Context: an optimization exercise on an open-source flow, tuned for small area. The choices shown serve that exercise and are no tape-out recipe. In this exercise RTL edits were held to simulation tests only and were not proved equivalent to the original. The flow treats the clock pin as an ideal source, which a real chip does not have. Power figures rest on the tool's default switching activity, not on a simulated workload.

`design/flow/flow/run.sh`:
```
#!/bin/bash
# Standard ORFS layout with smaller port buffers, a clock tree without dummy loads,
# and a greedy downsizing pass after CTS (flow/downsize.tcl).
set -euo pipefail
export BUFFER_PORTS_ARGS="-buffer_cell sky130_fd_sc_hd__buf_1"
export CTS_ARGS="-sink_clustering_enable -repair_clock_nets -dont_use_dummy_load -buf_list sky130_fd_sc_hd__clkbuf_8 -sink_clustering_size 20 -sink_clustering_max_diameter 50"
export POST_CTS_TCL="$PWD/flow/downsize.tcl"
bash standard.sh > standard.log 2>&1
```
`design/flow/standard.sh`:
```
#!/bin/bash
# synth_recipe.tcl (not shown) runs the flow's synth.tcl, then flattens the netlist and writes it again
# the make line also repeats each setting of config.mk as NAME=value (left out here)
make -C /OpenROAD-flow-scripts/flow DESIGN_CONFIG=/design/flow/config.mk WORK_HOME=/design/flow/orfs CLKGATE_MAP_FILE= SYNTH_SCRIPT=/design/flow/synth_recipe.tcl "${@:-finish}"
```
`design/flow/constraint.sdc`:
```
create_clock -name core_clock -period 4.5 [get_ports {clk}]
set_input_delay 0.9000 -clock core_clock [delete_from_list [all_inputs] [get_ports {clk}]]
set_output_delay 0.9000 -clock core_clock [all_outputs]
set_load 0.01 [all_outputs]
```
`design/flow/flow/downsize.tcl`:
```
# Greedy downsizing after CTS: give each upsized cell the smallest cell of its family
# that keeps the worst setup slack above a margin and every slew and capacitance at
# least 20% inside its limit. Registers keep their type, only the drive changes.
set ds_margin 0.2
if { [info exists ::env(DOWNSIZE_MARGIN)] } { set ds_margin $::env(DOWNSIZE_MARGIN) }
proc ds_smaller { master } {
  if { ![regexp {^(sky130_fd_sc_hd__[a-z0-9]+)_([0-9]+)$} $master -> base drive] } { return {} }
  set area [get_property [get_lib_cells */$master] area]
  set out {}
  foreach d {0 1 2 3 4 6 8 12} {
    if { $d >= $drive } { break }
    set lc [get_lib_cells -quiet */${base}_$d]
    if { [llength $lc] > 0 && [get_property $lc area] < $area } { lappend out ${base}_$d }
  }
  return $out
}
# limits: the margins, or the starting values where those are already tighter
set ds_slack_min [expr {min($ds_margin * 1e-9, [sta::worst_slack_cmd max])}]
set ds_slew_min [expr {min(0.2, [sta::max_slew_check_slack_limit])}]
set ds_cap_min [expr {min(0.2, [sta::max_capacitance_check_slack_limit])}]
proc ds_ok { margin } {
  global ds_slack_min ds_slew_min ds_cap_min
  if { [sta::worst_slack_cmd max] < $ds_slack_min } { return 0 }
  if { [sta::max_slew_check_slack_limit] < $ds_slew_min } { return 0 }
  if { [sta::max_capacitance_check_slack_limit] < $ds_cap_min } { return 0 }
  return 1
}
set tried 0
set done 0
foreach inst [get_cells *] {
  set name [get_full_name $inst]
  set master [get_property $inst ref_name]
  if { [regexp {clkbuf|clkinv|clkdly|tap|fill|decap|conb|diode} $master] } { continue }
  if { [string match "clk*" $name] } { continue }
  set cands [ds_smaller $master]
  if { [llength $cands] == 0 } { continue }
  incr tried
  set kept $master
  foreach c $cands {
    replace_cell $name $c
    if { [ds_ok $ds_margin] } { set kept $c; break }
  }
  if { $kept == $master } { replace_cell $name $master } else { incr done }
}
puts "downsize: $done of $tried cells made smaller"
```
`design/flow/design.v`:
```
`timescale 1ns/1ps
module image_capture_top (
  input  logic          clk,
  input  logic          mem_reset,
  input  logic          trigger,
  input  logic [15:0]   height,       
  input  logic [28:0]   start_addr,   
  input  logic [25:0]   s_beat,       
  input  logic          s_valid,
  output logic          s_ready,
  output logic          frame_done,
  output logic          skipped,
  output logic          mem_wr_req,
  output logic [156:0]  mem_wr_cmd,   
  input  logic          mem_wr_ack,
  output logic          frame_written
);
  localparam logic [1:0] C_IDLE = 2'd0, C_WAIT = 2'd1, C_STORE = 2'd2;   
  localparam logic [1:0] W_IDLE = 2'd0, W_REQ = 2'd1, W_ACK = 2'd2;     
  logic [1:0]  cap_state;
  logic        armed;
  logic [15:0] line_cnt;
  logic        frame_active;     
  logic [1:0]  slot;
  logic        out_valid;        
  logic [95:0] acc;              
  localparam int RN = 15;        
  logic [95:0] ring [RN];
  logic [95:0] stage;            
  logic [3:0]  stage_pos;        
  logic [3:0]  ld_sel;           
  logic [3:0]  ld_keep;          
  logic [3:0]  tail_pos;         
  logic [RN-1:0] head_oh;        
  logic [4:0]  count;
  logic [95:0] head;             
  logic        head_ok;          
  logic [1:0]  wr_state;
  logic        active_q;
  logic [28:0] wr_addr;
  logic sof, eol;
  logic fwd, pix_ready, pix_fire, line_last;
  logic push_ready, push_fire, pop_valid, pop_fire;
  logic writer_idle, frame_start, drained, word_done;
  logic [1:0] slot_idx;
  assign sof = s_beat[1];
  assign eol = s_beat[0];
  assign fwd       = (cap_state == C_STORE) || ((cap_state == C_WAIT) && sof);
  assign pix_ready = !out_valid || push_ready;
  assign s_ready   = fwd ? pix_ready : 1'b1;
  assign pix_fire  = s_valid && fwd && pix_ready;
  logic [16:0] line_inc;
  assign line_inc  = {1'b0, line_cnt} + 17'd1;
  assign line_last = line_inc[16] || ((line_inc[15:0] >= height) && (height != 16'd0));
  assign slot_idx  = sof ? 2'd0 : slot;
  assign word_done = pix_fire && (slot_idx == 2'd3);
  assign push_ready = !count[4];                
  assign push_fire  = out_valid && push_ready;
  assign pop_valid  = (count != 5'd0);
  assign pop_fire   = (wr_state == W_ACK) && mem_wr_ack;   
  assign writer_idle = (wr_state == W_IDLE);
  assign frame_start = frame_active && !active_q;
  assign drained     = !frame_active && !pop_valid && (slot == 2'd0) && !out_valid;
  always_ff @(posedge clk or posedge mem_reset) begin
    if (mem_reset) begin
      cap_state    <= C_IDLE;
      armed        <= 1'b0;
      frame_done   <= 1'b0;
      skipped      <= 1'b0;
    end else begin
      frame_done <= 1'b0;
      skipped    <= 1'b0;
      if (trigger) armed <= 1'b1;
      if (cap_state == C_IDLE) begin
        if (armed && writer_idle) begin
          cap_state <= C_WAIT;
          armed     <= trigger;
        end
        if (s_valid && sof) skipped <= 1'b1;
      end else if (pix_fire) begin
        cap_state <= C_STORE;
        if (eol && line_last) begin
          cap_state  <= C_IDLE;
          frame_done <= 1'b1;
        end
      end
    end
  end
  assign frame_active = cap_state[1];
  always_ff @(posedge clk) begin
    if (cap_state == C_IDLE) line_cnt <= '0;
    else if (pix_fire && eol) line_cnt <= line_inc[15:0];
  end
  function automatic logic [3:0] pos_inc(input logic [3:0] x);
    pos_inc = (x == 4'(RN - 1)) ? 4'd0 : x + 4'd1;
  endfunction
  function automatic logic [3:0] pos_inc2(input logic [3:0] x);
    pos_inc2 = (x >= 4'(RN - 2)) ? x - 4'(RN - 2) : x + 4'd2;
  endfunction
  logic [3:0] stage_pos_d;
  assign stage_pos_d = pos_inc(push_fire ? tail_pos : stage_pos);
  always_ff @(posedge clk or posedge mem_reset) begin
    if (mem_reset) begin
      slot      <= '0;
      out_valid <= 1'b0;
      tail_pos  <= '0;
      stage_pos <= '0;
      ld_sel    <= '0;
      ld_keep   <= '1;
      head_oh   <= 15'd1;
      count     <= '0;
    end else begin
      if (pix_fire) slot <= slot_idx + 1'b1;
      if (word_done) out_valid <= 1'b1;
      else if (push_ready) out_valid <= 1'b0;
      tail_pos  <= push_fire ? pos_inc2(tail_pos) : pos_inc(tail_pos);
      stage_pos <= stage_pos_d;
      for (int k = 0; k < 4; k++) begin
        ld_sel[k]  <= (stage_pos_d == 4'((4 * k + RN - 1) % RN));
        ld_keep[k] <= (stage_pos_d != 4'((4 * k + RN - 1) % RN));
      end
      head_oh   <= pop_fire ? {head_oh[RN-3:0], head_oh[RN-1:RN-2]} : {head_oh[RN-2:0], head_oh[RN-1]};
      case ({push_fire, pop_fire})
        2'b10:   count <= count + 1'b1;
        2'b01:   count <= count - 1'b1;
        default: count <= count;
      endcase
    end
  end
  always_ff @(posedge clk) begin
    if (pix_fire) acc <= {acc[71:0], s_beat[25:2]};
  end
  always_ff @(posedge clk) begin
    if (push_fire) stage <= acc;
  end
  always_ff @(posedge clk) begin
    for (int p = 0; p < RN; p++) begin
      if (p % 4 == 0)
        ring[p] <= (stage & {96{ld_sel[p / 4]}}) | (ring[(p + RN - 1) % RN] & {96{ld_keep[p / 4]}});
      else
        ring[p] <= ring[(p + RN - 1) % RN];
    end
  end
  always_ff @(posedge clk or posedge mem_reset) begin
    if (mem_reset) begin
      wr_state      <= W_IDLE;
      active_q      <= 1'b0;
      frame_written <= 1'b0;
    end else begin
      active_q      <= frame_active;
      frame_written <= 1'b0;
      case (wr_state)
        W_IDLE: if (frame_start) wr_state <= W_REQ;
        W_REQ: begin
          if (pop_valid) begin
            wr_state <= W_ACK;
          end else if (drained) begin
            frame_written <= 1'b1;
            wr_state      <= W_IDLE;
          end
        end
        W_ACK: begin
          if (mem_wr_ack) wr_state <= W_REQ;
        end
        default: wr_state <= W_IDLE;
      endcase
    end
  end
  assign mem_wr_req = wr_state[1];
  always_ff @(posedge clk) begin
    if ((wr_state == W_IDLE) && frame_start) wr_addr <= start_addr;
    else if (pop_fire) wr_addr <= wr_addr + 29'd8;
  end
  logic [RN-1:0] next_head_oh;   
  logic [4:0]  left;             
  logic [95:0] ring_even;
  logic        load_stage, load_ring;
  logic        left_one;         
  assign next_head_oh = pop_fire ? {head_oh[RN-2:0], head_oh[RN-1]} : head_oh;
  assign left         = count - {4'd0, pop_fire};
  assign left_one     = (left == 5'd1);
  assign load_stage   = (pop_fire || !head_ok) && left_one;
  assign load_ring    = (pop_fire || !head_ok) && (left > 5'd1) && (|(next_head_oh & 15'h5555));
  always_comb begin
    ring_even = '0;
    for (int i = 0; i < RN; i += 2) ring_even = ring_even | (ring[i] & {96{next_head_oh[i]}});
  end
  logic [95:0] head_d;
  assign head_d   = left_one ? stage : ring_even;
  always_ff @(posedge clk) begin
    if (load_stage || load_ring) head <= head_d;
  end
  always_ff @(posedge clk or posedge mem_reset) begin
    if (mem_reset) head_ok <= 1'b0;
    else if (load_stage || load_ring) head_ok <= 1'b1;
    else if (pop_fire) head_ok <= 1'b0;
  end
  assign mem_wr_cmd = {wr_addr,
                       head[95:72], 8'hff, head[71:48], 8'hff,
                       head[47:24], 8'hff, head[23:0],  8'hff};
endmodule
```
`design/flow/config.mk`:
```
export PLATFORM = sky130hd
export DESIGN_NAME = image_capture_top
export DESIGN_NICKNAME = image_capture_top
export VERILOG_FILES = /design/flow/design.v
export SDC_FILE = /design/flow/constraint.sdc
export NUM_CORES = 4
export LEC_CHECK = 0
export CAP_MARGIN = 20
export CORE_MARGIN = 2
export CORE_UTILIZATION = 65
export SLEW_MARGIN = 20
```
==> results of run 1 <==
[cell families after synthesis]
group / count (synthesis)
compound gates: 966
xor+xnor: 54
fa+ha+maj: 35
buf+inv: 278
flops: 1822
mux: 14
other cells: 1
simple gates: 365
[metrics by stage]
step | util, % | setup TNS (ns) | total power [mW] | worst slack, ns | cells
after detailed placement | 67.8 | 0 | 31.5 | 0.804 | 4612
after floorplan | - | -0.0464 | 28.4 | -0.0307 | 3566
after global placement | 67.8 | 0 | 31.2 | 0.820 | 4612
[worst min path at each step]
stage / from / endpoint / slack (ns) / cells after the start
2_1_floorplan: ring[9][0] / ring[10][0] / 0.31 / 0
3_3_place_gp: ring[1][95] / ring[2][95] / 0.31 / 0
3_5_place_dp: ring[13][16] / ring[14][16] / 0.31 / 0
[synthesized netlist by cell type (21+ instances only)]
| library cell | number | area, µm² |
|---|---|---|
| ha_1 | 34 | 425 |
| nand2_1 | 114 | 428 |
| o21ai_0 | 47 | 235 |
| a22oi_1 | 25 | 188 |
| inv_1 | 33 | 124 |
| buf_4 | 33 | 248 |
| dfxtp_1 | 1456 | 29100 |
| and3_1 | 21 | 131 |
| a31oi_1 | 98 | 613 |
| dfrtp_1 | 44 | 1100 |
| a22o_1 | 554 | 4850 |
| xor2_1 | 35 | 307 |
| edfxtp_1 | 317 | 9520 |
| buf_1 | 36 | 135 |
| clkbuf_1 | 136 | 510 |
| a221oi_1 | 177 | 1550 |
| nand3_1 | 23 | 115 |
| buf_2 | 39 | 195 |
| a21oi_1 | 24 | 120 |
| nor2_1 | 136 | 510 |
[power groups by stage]
stage	Combinational, mW	Clock (mW)	Sequential [mW]
after global placement	5.24	0	25.9
after floorplan	3.97	0	24.5
after detailed placement	5.42	0	26.1
==> reports/qor.csv, run 1 <==
stage,metric,value,unit
yosys,yosys_warnings,2,
yosys,synth_xor_area_share,0.913,%
placement,io_buffers,205,
yosys,synth_seq_cells,1822,
yosys,ys_types,56,
placement,gp_congestion,0.843,
placement,hpwlAfterDp,68000,µm
placement,place_area,0.0535,mm²
floorplanning,initial_utilization,65.7,%
yosys,synth-edff-count,317,
yosys,synth_seq_area_share,77.0,%
status,lastStage,clock tree synthesis,
yosys,syn_area,0.0518,mm²
clock_network,cts.sink_count,1822,
yosys,synth-async-reset-ratio,2.69,%
status,outcome,did not finish,
floorplanning,die_y,286,µm
floorplanning,io_pins,238,
floorplanning,die_w,286,µm
yosys,ys.flop_type,dfxtp_1,
yosys,synth_compound_area_share,15.3,%
floorplanning,rows,103,
yosys,synth.avg_cell_area,14.7,µm²
yosys,synthAdderAreaFrac,0.860,%
yosys,synthesis.instances,3535,
status,firstError,"Error: cts.tcl, 90 can't read ""ds_slack_min"": no such variable",
yosys,synth_top_family_by_area,compound AO/OA/AOI/OAI gates,
yosys,synth_mux_area_share,0.309,%
yosys,synth-simple-area-share,3.23,%
==> run 2: changes to the inputs <==
==> design/flow/flow/run.sh (replaced) <==
#!/bin/bash
# Standard ORFS layout with smaller port buffers, a clock tree without dummy loads,
# and a greedy downsizing pass after CTS (flow/downsize.tcl).
set -euo pipefail
export BUFFER_PORTS_ARGS="-buffer_cell sky130_fd_sc_hd__buf_1"
export CTS_ARGS="-sink_clustering_enable -repair_clock_nets -dont_use_dummy_load -buf_list sky130_fd_sc_hd__clkbuf_16 -sink_clustering_size 30 -sink_clustering_max_diameter 50"
export POST_CTS_TCL="$PWD/flow/downsize.tcl"
bash standard.sh > standard.log 2>&1
==> run 2 against run 1 <==
- the flow again stops in clock tree synthesis
- synthesized cell count unchanged
- area after synthesis unchanged
==> reports/qor.csv, run 2 <==
stage,metric,value,unit,change
status,outcome,did not finish,,
status,lastStage,clock tree synthesis,,
status,firstError,"Error: cts.tcl, 90 can't read ""ds_slack_min"": no such variable",,
yosys,yosys_warnings,2,,unchanged
yosys,synth_commonest_cells,"dfxtp_1, a22o_1, edfxtp_1, a221oi_1",,
yosys,yosysTopAreaCell,dfxtp_1,,
floorplanning,io_pins,238,,unchanged
yosys,synth.avg_cell_area,14.7,µm²,unchanged
placement,gp_congestion,0.843,,unchanged
yosys,synth_seq_area_share,77.0,%,unchanged
placement,hpwlAfterDp,68000,µm,unchanged
yosys,synth-edff-count,317,,unchanged
yosys,synthesis.instances,3535,,unchanged
yosys,yosys.cell_count.top_type,dfxtp_1,,
yosys,synth_top_area_share,56.3,%,unchanged
yosys,ys_types,56,,unchanged
floorplanning,die_y,286,µm,unchanged
yosys,ys_top_cells_by_area,"dfxtp_1, edfxtp_1, a22o_1",,
yosys,synth_seq_cells,1822,,unchanged
placement,io_buffers,205,,unchanged
floorplanning,initial_utilization,65.7,%,unchanged
floorplanning,rows,103,,unchanged
clock_network,cts.sink_count,1822,,unchanged
floorplanning,die_w,286,µm,unchanged
yosys,ys.flop_type,dfxtp_1,,
yosys,syn_area,0.0518,mm²,unchanged
yosys,synth-async-reset-ratio,2.69,%,unchanged
run 2: cell counts after synthesis:
Identical to the previous run, type by type.
run 2: through the flow:
| stage | cell area [µm²] | hold slack [ns] | cells | worst slack, ns | total power [mW] |
|---|---|---|---|---|---|
| 2_1_floorplan | 51900 | 0.310 | 3566 | -0.0307 | 28.4 |
| 3_3_place_gp | 53500 | 0.310 | 4612 | 0.820 | 31.2 |
| 3_5_place_dp | 53500 | 0.312 | 4612 | 0.804 | 31.5 |
run 2: how the worst max path moves through the flow:
stage	slack, ns	endpoint	startpoint	depth (start not counted)
after floorplan	-0.03	slot[1]	s_beat[1]	4
after global placement	0.82	head[50]	mem_wr_ack	7
after detailed placement	0.80	head[50]	mem_wr_ack	7
run 2: cells by family after synthesis:
group	Yosys count	synth area share [%]
AOI/OAI and AO/OA	966	15.3
xor gates and xnor gates	54	0.913
adders and majority gates	35	0.860
buffers and inverters	278	2.36
DFF	1822	77.0
muxes	14	0.309
other	1	0.00724
and+or+nand+nor	365	3.23
run 2: power by group through the flow:
| stage | Clock (mW) | Combinational [mW] | Sequential, mW |
|---|---|---|---|
| after detailed placement | 0 | 5.42 | 26.1 |
| after floorplan | 0 | 3.97 | 24.5 |
| after global placement | 0 | 5.24 | 25.9 |
==> run 3: changes to the inputs <==
--- a/design/flow/flow/downsize.tcl
+++ b/design/flow/flow/downsize.tcl
@@ -17,10 +17,9 @@
 # limits: the margins, or the starting values where those are already tighter
-set ds_slack_min [expr {min($ds_margin * 1e-9, [sta::worst_slack_cmd max])}]
-set ds_slew_min [expr {min(0.2, [sta::max_slew_check_slack_limit])}]
-set ds_cap_min [expr {min(0.2, [sta::max_capacitance_check_slack_limit])}]
+set ::ds_slack_min [expr {min($ds_margin * 1e-9, [sta::worst_slack_cmd max])}]
+set ::ds_slew_min [expr {min(0.2, [sta::max_slew_check_slack_limit])}]
+set ::ds_cap_min [expr {min(0.2, [sta::max_capacitance_check_slack_limit])}]
 proc ds_ok { margin } {
-  global ds_slack_min ds_slew_min ds_cap_min
-  if { [sta::worst_slack_cmd max] < $ds_slack_min } { return 0 }
-  if { [sta::max_slew_check_slack_limit] < $ds_slew_min } { return 0 }
-  if { [sta::max_capacitance_check_slack_limit] < $ds_cap_min } { return 0 }
+  if { [sta::worst_slack_cmd max] < $::ds_slack_min } { return 0 }
+  if { [sta::max_slew_check_slack_limit] < $::ds_slew_min } { return 0 }
+  if { [sta::max_capacitance_check_slack_limit] < $::ds_cap_min } { return 0 }
   return 1
==> run 3 against run 2 <==
- now clean on timing, DRC and antenna
- area after synthesis stayed put
- synthesized cell count stayed put
==> reports/qor.csv, run 3 <==
stage,metric,value,unit,change
status,outcome,no timing/DRC/antenna violations,,
yosys,synth_commonest_cells,"dfxtp_1, a22o_1, edfxtp_1, a221oi_1",,
pwr,pwr-share-comb,13.6,%,
placement,pre_cts_slack,0.804,ns,unchanged
yosys,ys_types,56,,unchanged
global_routing,antenna_found_initial,3,,
worst_setup_path,path_max_fanout,59,,
pwr,power_switching,11.5,mW,
final_layout,largest_register_ffs,1440,,
timing,setup-violations-final,0,,
timing,fin_crit_sh,91.1,%,
final_layout,area_growth,9.21,%,
yosys,synth_seq_cells,1822,,unchanged
placement,place_area,0.0535,mm²,unchanged
global_routing,grt_usage,31.2,%,
final_layout,drive_gt1_share,4.98,%,
pwr,p_int,30.1,mW,
pwr,switching_share,27.6,%,
pwr,p_leak,22.0,nW,
worst_setup_path,required,4.89,ns,
worst_setup_path,crit_chain,nand3b_1 > inv_1 > ha_1 > ha_1 > nand2b_1 > and4b_1 > a21oi_1 > buf_4 > buf_2 > a31oi_1,,
yosys,yosysTopAreaCell,dfxtp_1,,
timing,fin_ws,0.402,ns,
final_layout,fillers,5248,,
pwr,seq_power_share,62.0,%,
timing,period_needed,4.10,ns,
floorplanning,io_pins,238,,unchanged
routing,drc,0,,
yosys,ys.flop_type,dfxtp_1,,
worst_setup_path,start_kind,flop,,
worst_setup_path,worst_ep_arrival_time,4.49,ns,
timing,rsz0062_at_grt,no,,
routing,vias,30100,,
yosys,synth-edff-count,317,,unchanged
yosys,synthesis.instances,3535,,unchanged
timing,fin_skew,0.0849,ns,
worst_setup_path,cp_common_cell,ha_1,,
timing,relSlewSlack,21.7,%,
yosys,yosys.cell_count.top_type,dfxtp_1,,
yosys,yosys_warnings,2,,unchanged
placement,io_buffers,205,,unchanged
placement,gp_congestion,0.843,,unchanged
yosys,syn_area,0.0518,mm²,unchanged
pwr,cellPowerDensity,734,mW/mm²,
global_routing,grt_start_max_net_pins,98,,
worst_setup_path,cp_top_family,buffers and inverters,,
worst_setup_path,reg2reg_slack,0.40,ns,
final_layout,design_area,0.0566,mm²,
global_routing,grt_overflow_total,0,,
timing,worstMarginPinSlew,1.18,ns,
routing,post_drt_wl_per_cell,26.9,µm,
floorplanning,initial_utilization,65.7,%,unchanged
yosys,synth_seq_area_share,77.0,%,unchanged
timing,hold_viol,0,,
placement,hpwlAfterDp,68000,µm,unchanged
routing,first_pass_iters,6,,
global_routing,grt_pass1_vias,30800,,
yosys,synth_top_area_share,56.3,%,unchanged
clock_network,clock_latency,0.74,ns,
yosys,ys_top_cells_by_area,"dfxtp_1, edfxtp_1, a22o_1",,
floorplanning,rows,103,,unchanged
placement,dpl.cell_count,4612,,unchanged
routing,routed_wl,128000,µm,
floorplanning,core_area,0.0789,mm²,
routing,vias_per_cell,6.33,,
timing,fmax,244,MHz,
timing,tns,0,ns,
routing,ant_nets,0,,
yosys,synth-async-reset-ratio,2.69,%,unchanged
worst_setup_path,crit_buf_inv,3,,
final_layout,largest-register,ring,,
flow_run,maxCapViolCount,0,,
floorplanning,die_area,0.0820,mm²,
worst_setup_path,max_stage_delay,0.86,ns,
clock_network,cts_tree,done,,
hold_path,hold_class,reg -> reg,,
final_layout,fin_nets,3810,,
pwr,peakVddDrop,462,µV,
final_layout,finish.utilization,71.7,%,
global_routing,grt_pass1_wl,193000,µm,
clock_network,path_clk_slew,0.09,ns,
floorplanning,die_w,286,µm,unchanged
worst_setup_path,cpMaxStageDelayCell,buf_2,,
worst_setup_path,worstSetupEndpointType,flop,,
pwr,p_clk_share,24.4,%,
yosys,synth.avg_cell_area,14.7,µm²,unchanged
floorplanning,die_y,286,µm,unchanged
worst_setup_path,critPathKind,reg -> reg,,
routing,dr.first_iter.drc_count,2607,,
timing,slew_violations,0,,
final_layout,final_common_cell,dfxtp_1,,
clock_network,cts.sink_count,1822,,unchanged
final_layout,final_cells,4748,,
final_layout,final_cell_mix,"dfxtp_1, a22o_1, edfxtp_1",,
[run 3: cell counts after synthesis]
Identical to the previous run, type by type.
[run 3: worst paths after layout]
kind	from	end	depth (start not counted)
min in group asynchronous	mem_reset	ld_sel[1]	2
hold / removal	ring[13][8]	ring[14][8]	0
hold reg to reg	ring[13][8]	ring[14][8]	0
setup reg to reg	wr_state[0]	head[59]	10
max in group asynchronous	mem_reset	ld_sel[2]	2
setup / recovery	wr_state[0]	head[59]	10
[run 3: power by group through the flow]
| stage | Combinational [mW] | Sequential (mW) | Clock [mW] |
|---|---|---|---|
| final | 5.65 | 25.7 | 10.1 |
| after global routing | 6.09 | 26.2 | 10.9 |
| after detailed placement | 5.42 | 26.1 | 0 |
| after global placement | 5.24 | 25.9 | 0 |
| after floorplan | 3.97 | 24.5 | 0 |
[run 3: logic make-up (layout without fill, tap and decap cells)]
logic type	count (synthesis)	after routing	synth area share, %
AOI/OAI and AO/OA	966	966	15.3
and+or+nand+nor	365	365	3.23
muxes	14	14	0.309
buffers and inverters	278	409	2.36
other	1	33	0.00724
adders and majority gates	35	35	0.860
xor gates and xnor gates	54	54	0.913
DFF	1822	1822	77.0
[run 3: final cells by class]
class	count	area [µm²]	area share [%]
antenna	1	2.50	0.00442
clock buffer	131	3280	5.80
inverter	33	125	0.221
multi-input combinational	1466	10800	19.0
sequential	1822	39900	70.6
tap	1050	1310	2.32
timing repair buffer	245	1150	2.03
[run 3: metal layers]
| metal | part of all wire, % | wire length (µm) | track usage, % |
|---|---|---|---|
| met1 | 42 | 54300 | 43.0 |
| met2 | 48 | 60800 | 50.6 |
| met3 | 7.2 | 9270 | 5.47 |
| met4 | 2.8 | 3590 | 10.6 |
| met5 | 0 | 0 | 0 |
[run 3: through the flow]
step / hold slack [ns] / power, mW
after floorplan: 0.310 / 28.4
after global placement: 0.310 / 31.2
after detailed placement: 0.312 / 31.5
after global routing: 0.290 / 43.2
final: 0.288 / 41.5
==> run 4: changes to the inputs <==
==> design/flow/flow/run.sh (replaced) <==
#!/bin/bash
# Standard ORFS layout with smaller port buffers, a clock tree without dummy loads,
# and a greedy downsizing pass after CTS (flow/downsize.tcl).
set -euo pipefail
export BUFFER_PORTS_ARGS="-buffer_cell sky130_fd_sc_hd__buf_1"
export CTS_ARGS="-sink_clustering_enable -repair_clock_nets -dont_use_dummy_load -buf_list sky130_fd_sc_hd__clkbuf_8"
export POST_CTS_TCL="$PWD/flow/downsize.tcl"
bash standard.sh > standard.log 2>&1
==> run 4 against run 3 <==
- still clean
- sequential power barely moved
- final cell count is 3.2% higher
- critical path depth unchanged
- hold slack got worse by 0.13 ns
- sequential share of layout area shrank 0.79 points
- fmax down 0.24%
- critical path type unchanged
- largest cell class unchanged
- largest power group unchanged
==> reports/qor.csv, run 4 <==
stage,metric,value,unit,change
final_layout,final_cell_mix,"dfxtp_1, a22o_1, edfxtp_1",,
yosys,synthesis.instances,3535,,unchanged
yosys,yosysTopAreaCell,dfxtp_1,,
placement,hpwlAfterDp,68000,µm,unchanged
yosys,synth-async-reset-ratio,2.69,%,unchanged
timing,hold_slack,0.158,ns,-0.130 ns
worst_setup_path,worst_ep_arrival_time,4.64,ns,+0.15 ns
global_routing,grt_usage,31.6,%,+0.41 points
timing,setup-violations-final,0,,unchanged
worst_setup_path,start_kind,flop,,
floorplanning,initial_utilization,65.7,%,unchanged
worst_setup_path,cp_top_family,buffers and inverters,,
worst_setup_path,worstSetupEndpointType,flop,,
yosys,synth_seq_area_share,77.0,%,unchanged
yosys,syn_area,0.0518,mm²,unchanged
worst_setup_path,path_max_fanout,59,,unchanged
final_layout,final_common_cell,dfxtp_1,,
routing,vias,30800,,+2.4%
timing,tns,0,ns,unchanged
final_layout,largest_register_ffs,1440,,unchanged
global_routing,grt_start_max_net_pins,98,,unchanged
global_routing,grt_pass1_vias,32100,,+4.1%
yosys,synth.avg_cell_area,14.7,µm²,unchanged
worst_setup_path,critPathKind,reg -> reg,,
timing,period_needed,4.11,ns,+0.00976 ns
routing,post_drt_wl_per_cell,26.5,µm,-1.8%
yosys,synth_seq_cells,1822,,unchanged
final_layout,drive_gt1_share,8.75,%,+3.8 points
final_layout,area_growth,10.4,%,
worst_setup_path,crit_chain,nand3b_1 > inv_1 > ha_1 > ha_1 > nand2b_1 > and4b_1 > a21oi_1 > buf_4 > buf_2 > a31oi_1,,
timing,fin_crit_sh,91.3,%,+0.22 points
timing,fin_skew,0.0830,ns,-0.00196 ns
final_layout,fin_nets,3963,,+4.0%
pwr,fin_total_pwr,42.3,mW,+2.0%
timing,rsz0062_at_grt,no,,
timing,hold_viol,0,,unchanged
yosys,ys_types,56,,unchanged
timing,fmax,243,MHz,-0.24%
floorplanning,core_area,0.0789,mm²,unchanged
floorplanning,rows,103,,unchanged
pwr,p_clk_share,25.8,%,+1.4 points
routing,dr.first_iter.drc_count,2643,,+1.4%
pwr,switching_share,27.9,%,+0.26 points
timing,slew_violations,0,,unchanged
routing,vias_per_cell,6.28,,-0.86%
routing,ant_nets,0,,unchanged
pwr,power_switching,11.8,mW,+2.9%
flow_run,maxCapViolCount,0,,unchanged
yosys,ys.flop_type,dfxtp_1,,
pwr,cellPowerDensity,740,mW/mm²,+0.82%
worst_setup_path,crit_buf_inv,3,,unchanged
floorplanning,die_area,0.0820,mm²,unchanged
worst_setup_path,cpMaxStageDelayCell,buf_2,,
yosys,ys_top_cells_by_area,"dfxtp_1, edfxtp_1, a22o_1",,
routing,routed_wl,130000,µm,+1.4%
timing,worstMarginPinSlew,1.20,ns,+0.0266 ns
pwr,p_leak,22.5,nW,+2.0%
clock_network,cts_tree,done,,
yosys,synth_top_area_share,56.3,%,unchanged
yosys,synth_commonest_cells,"dfxtp_1, a22o_1, edfxtp_1, a221oi_1",,
worst_setup_path,reg2reg_slack,0.39,ns,about the same
worst_setup_path,required,5.03,ns,+0.14 ns
worst_setup_path,max_stage_delay,0.86,ns,about the same
pwr,seq_power_share,60.8,%,-1.2 points
global_routing,antenna_found_initial,4,,+1
floorplanning,die_y,286,µm,unchanged
routing,drc,0,,unchanged
yosys,yosys.cell_count.top_type,dfxtp_1,,
yosys,synth-edff-count,317,,unchanged
floorplanning,die_w,286,µm,unchanged
floorplanning,io_pins,238,,unchanged
clock_network,cts.sink_count,1822,,unchanged
status,outcome,no timing/DRC/antenna violations,,
final_layout,seq_area,0.0399,mm²,unchanged
routing,first_pass_iters,6,,unchanged
placement,gp_congestion,0.843,,unchanged
global_routing,grt_pass1_wl,196000,µm,+1.7%
pwr,p_int,30.5,mW,+1.6%
worst_setup_path,cp_common_cell,ha_1,,
clock_network,path_clk_slew,0.06,ns,-0.03 ns
final_layout,largest-register,ring,,
pwr,peakVddDrop,451,µV,-2.4%
global_routing,grt_overflow_total,0,,unchanged
pwr,pwr-share-comb,13.4,%,-0.2 points
clock_network,clock_latency,0.90,ns,+0.16 ns
placement,io_buffers,205,,unchanged
yosys,yosys_warnings,2,,unchanged
final_layout,fillers,5255,,+0.13%
timing,relSlewSlack,19.9,%,-1.8 points
final_layout,multi_input_area,0.0108,mm²,unchanged
hold_path,hold_class,in -> async,,
run 4: cell type report:
class	count	share of cell area, %
antenna	2	0.00875
timing repair buffer	245	2.02
multi-input combinational	1466	18.8
clock buffer	284	6.83
sequential	1822	69.8
inverter	33	0.219
tap	1050	2.30
run 4: cells by family (layout without fill, tap and decap cells):
family | after synthesis | in the layout | share of synthesized area, %
buffers and inverters | 278 | 562 | 2.36
adders and majority gates | 35 | 35 | 0.860
DFF | 1822 | 1822 | 77.0
muxes | 14 | 14 | 0.309
and+or+nand+nor | 365 | 365 | 3.23
AOI/OAI and AO/OA | 966 | 966 | 15.3
xor gates and xnor gates | 54 | 54 | 0.913
other | 1 | 34 | 0.00724
run 4: metrics by stage:
step           cells  utilization (%)  worst slack, ns  cell area (µm²)
2_1_floorplan   3566                -          -0.0307            51900
3_5_place_dp    4612             67.8            0.804            53500
5_1_grt         4902             72.5            0.105            57200
3_3_place_gp    4612             67.8            0.820            53500
6_report        4902             72.5            0.392            57200
run 4: worst paths after layout:
path                              start           end  depth (start not counted)
max in group asynchronous     mem_reset     ld_sel[1]                          2
hold / removal                mem_reset      count[2]                          2
setup / recovery            wr_state[0]      head[67]                         10
setup reg to reg            wr_state[0]      head[67]                         10
hold reg to reg            ring[13][61]  ring[14][61]                          0
min in group core_clock      s_beat[15]       acc[13]                          1
run 4: metal layers:
layer | vias up | routed length (µm) | global-route usage [%]
met4 | 0 | 4070 | 13.3
met1 | 15400 | 54800 | 43.0
li1 | 13500 | - | -
met3 | 297 | 9510 | 5.52
met2 | 1488 | 61300 | 50.6
met5 | - | 0 | 0
run 4: power groups by stage:
stage	Sequential, mW	Combinational (mW)	Clock [mW]
after detailed placement	26.1	5.42	0
after floorplan	24.5	3.97	0
after global placement	25.9	5.24	0
final	25.8	5.67	10.9
after global routing	26.2	6.11	11.8
==> run 5: changes to the inputs <==
--- a/design/flow/flow/run.sh
+++ b/design/flow/flow/run.sh
@@ -5,3 +5,3 @@
 export BUFFER_PORTS_ARGS="-buffer_cell sky130_fd_sc_hd__buf_1"
-export CTS_ARGS="-sink_clustering_enable -repair_clock_nets -dont_use_dummy_load -buf_list sky130_fd_sc_hd__clkbuf_8"
+export CTS_ARGS="-sink_clustering_enable -repair_clock_nets -dont_use_dummy_load -buf_list sky130_fd_sc_hd__clkbuf_8 -sink_clustering_size 20 -sink_clustering_max_diameter 50"
 export POST_CTS_TCL="$PWD/flow/downsize.tcl"
==> run 5 against run 4 <==
- sequential share of layout area is 2.7 points higher
- clock-buffer cell count is 152 lower
- area after synthesis stayed put
- final cell count is 3.1% lower
- combinational power hardly changed
- global-route usage is 0.69 points lower
- utilization is 2.7 points lower
- register-to-register slack better by 0.08 ns
- highest routed layer unchanged
==> reports/qor.csv, run 5 <==
stage,metric,value,unit,change
pwr,p_leak,21.4,nW,-4.9%
timing,slew_violations,0,,unchanged
routing,routed_wl,127000,µm,-2.0%
placement,hpwlAfterDp,68000,µm,unchanged
yosys,synth_seq_cells,1822,,unchanged
placement,gp_congestion,0.843,,unchanged
timing,relSlewSlack,19.9,%,about the same
yosys,ys_types,56,,unchanged
final_layout,fin_nets,3811,,-3.8%
routing,vias,29900,,-2.7%
floorplanning,initial_utilization,65.7,%,unchanged
yosys,synthesis.instances,3535,,unchanged
floorplanning,die_area,0.0820,mm²,unchanged
pwr,cellPowerDensity,701,mW/mm²,-5.3%
worst_setup_path,worstSetupEndpointType,flop,,
timing,fin_crit_sh,89.4,%,-1.9 points
yosys,synth-async-reset-ratio,2.69,%,unchanged
floorplanning,core_area,0.0789,mm²,unchanged
yosys,yosysTopAreaCell,dfxtp_1,,
global_routing,antenna_found_initial,3,,-1
pwr,peakVddDrop,484,µV,+7.3%
flow_run,maxCapViolCount,0,,unchanged
final_layout,final_cells,4751,,-3.1%
yosys,ys.flop_type,dfxtp_1,,
routing,first_pass_iters,5,,-1
worst_setup_path,worst_ep_arrival_time,4.49,ns,-0.15 ns
placement,place_area,0.0535,mm²,unchanged
yosys,yosys.cell_count.top_type,dfxtp_1,,
timing,rsz0062_at_grt,no,,
global_routing,grt_pass1_vias,30600,,-4.7%
worst_setup_path,worstReg2RegStart,wr_state[0],,
final_layout,finish.utilization,69.9,%,-2.7 points
worst_setup_path,reg2reg_depth,10,,unchanged
clock_network,cts_tree,done,,
global_routing,grt_usage,30.9,%,-0.69 points
clock_network,clock_latency,0.83,ns,-0.07 ns
clock_network,cts.sink_count,1822,,unchanged
final_layout,design_area,0.0551,mm²,-3.7%
routing,vias_per_cell,6.30,,+0.41%
yosys,ys_top_cells_by_area,"dfxtp_1, edfxtp_1, a22o_1",,
yosys,synth_top_area_share,56.3,%,unchanged
placement,dpl.cell_count,4612,,unchanged
timing,fmax,248,MHz,+2.1%
yosys,syn_area,0.0518,mm²,unchanged
final_layout,final_cell_mix,"dfxtp_1, a22o_1, edfxtp_1",,
final_layout,drive_gt1_share,5.00,%,-3.8 points
floorplanning,io_pins,238,,unchanged
status,outcome,no timing/DRC/antenna violations,,
yosys,synth_seq_area_share,77.0,%,unchanged
timing,worstMarginPinSlew,1.20,ns,+0.000167 ns
yosys,synth.avg_cell_area,14.7,µm²,unchanged
routing,ant_nets,0,,unchanged
hold_path,hold_class,in -> async,,
final_layout,final_common_cell,dfxtp_1,,
worst_setup_path,reg2reg_slack,0.48,ns,+0.08 ns
yosys,synth-edff-count,317,,unchanged
routing,post_drt_wl_per_cell,26.8,µm,+1.1%
timing,setup-violations-final,0,,unchanged
floorplanning,die_y,286,µm,unchanged
routing,drc,0,,unchanged
global_routing,grt_overflow_total,0,,unchanged
worst_setup_path,required,4.97,ns,-0.06 ns
floorplanning,rows,103,,unchanged
worst_setup_path,r2r_end,head[47],,
worst_setup_path,critPathKind,reg -> reg,,
global_routing,grt_start_max_net_pins,98,,unchanged
yosys,synth_commonest_cells,"dfxtp_1, a22o_1, edfxtp_1, a221oi_1",,
final_layout,fillers,5452,,+3.7%
clock_network,path_clk_slew,0.11,ns,+0.05 ns
timing,fin_skew,0.113,ns,+0.0305 ns
placement,io_buffers,205,,unchanged
final_layout,largest_register_ffs,1440,,unchanged
final_layout,multi_input_area,0.0108,mm²,unchanged
final_layout,largest-register,ring,,
final_layout,seq_area,0.0399,mm²,unchanged
yosys,yosys_warnings,2,,unchanged
routing,dr.first_iter.drc_count,2670,,+1.0%
worst_setup_path,path_max_fanout,59,,unchanged
timing,hold_viol,0,,unchanged
pwr,fin_total_pwr,38.6,mW,-8.7%
floorplanning,die_w,286,µm,unchanged
timing,period_needed,4.02,ns,-0.0834 ns
final_layout,area_growth,6.39,%,
worst_setup_path,start_kind,flop,,
global_routing,grt_pass1_wl,191000,µm,-2.5%
-- run 5: how the worst max path moves through the flow --
stage / from / to / slack [ns]
finish: wr_state[0] / head[47] / 0.48
global route: wr_state[0] / head[56] / 0.19
detailed placement: mem_wr_ack / head[50] / 0.80
global placement: mem_wr_ack / head[50] / 0.82
floorplan: s_beat[1] / slot[1] / -0.03
-- run 5: cells by family after synthesis --
group	share of synthesized area, %
XOR/XNOR	0.913
adder cells (fa/ha/maj)	0.860
AND/OR/NAND/NOR	3.23
buffers and inverters	2.36
multiplexers	0.309
AO/OA/AOI/OAI	15.3
flip-flops	77.0
other	0.00724
-- run 5: power by group --
group,leakage [nW],internal [mW],switching [mW]
Clock,0.949,2.64,4.65
Combinational,4.76,2.34,3.31
Sequential,15.7,22.5,3.15
-- run 5: area by class of cell --
class | instances | area share, %
clock buffers | 132 | 3.30
well taps | 1050 | 2.38
inverters | 33 | 0.227
multi-input cells | 1466 | 19.5
diodes | 3 | 0.0136
repair buffers | 245 | 2.09
flip-flops and latches | 1822 | 72.5
-- run 5: layer usage --
layer / GRT usage (%) / routed length [µm] / vias to the layer above
met2: 49.9 / 60100 / 1319
met5: 0 / 0 / -
met1: 42.9 / 54700 / 15100
li1: - / - / 13300
met4: 10.2 / 3270 / 0
met3: 5.43 / 9060 / 229
-- run 5: critical path, stage by stage (launching register included) --
cell and delay [ns]:
dfrtp_1 0.45, nand3b_1 0.47, inv_1 0.19, ha_1 0.19, ha_1 0.23, nand2b_1 0.15
and4b_1 0.21, a21oi_1 0.17, buf_4 0.64, buf_2 0.84, a31oi_1 0.17
-- run 5: through the flow --
step,setup TNS (ns),setup WS [ns],hold slack [ns]
5_1_grt,0,0.191,0.204
2_1_floorplan,-0.0464,-0.0307,0.310
3_3_place_gp,0,0.820,0.310
6_report,0,0.475,0.225
3_5_place_dp,0,0.804,0.312

==> port drivers added, routing unchanged <==
The flow's constraints put no driver on any port. The routed layouts listed below were extracted and timed again, unchanged, in two steps.
Step 1: set_driving_cell puts a clkbuf_16 on clk and a buf_2 on each other input, an assumption about the parent block.
Step 2 moves the port delays by t, midway between the first and last clock arrival at a register: inputs arrive t later, outputs are due t later. That takes back most of the time a late clock gives input paths.
Three values: ideal ports, drivers, drivers and shift; two values: the first two.
run | shift t [ns] | setup slack, ns | worst hold slack (ns) | worst setup path at the end | slew at the worst register clock pin (ns)
run 3 | 0.764 | 0.402 / 0.402 / -0.210 | 0.288 / 0.255 / 0.288 | input to register | 0.09 / 0.09
run 4 | 0.923 | 0.392 / 0.392 / -0.200 | 0.158 / 0.117 / 0.266 | input to register | 0.07 / 0.07
run 5 | 0.840 | 0.475 / 0.475 / -0.149 | 0.225 / 0.183 / 0.292 | input to register | 0.12 / 0.12
With both steps, setup timing fails in every run listed, where it was met with ideal ports. The setup slack of run 5, which loses most, moves by 0.000 ns with the drivers and by -0.624 ns with both steps.
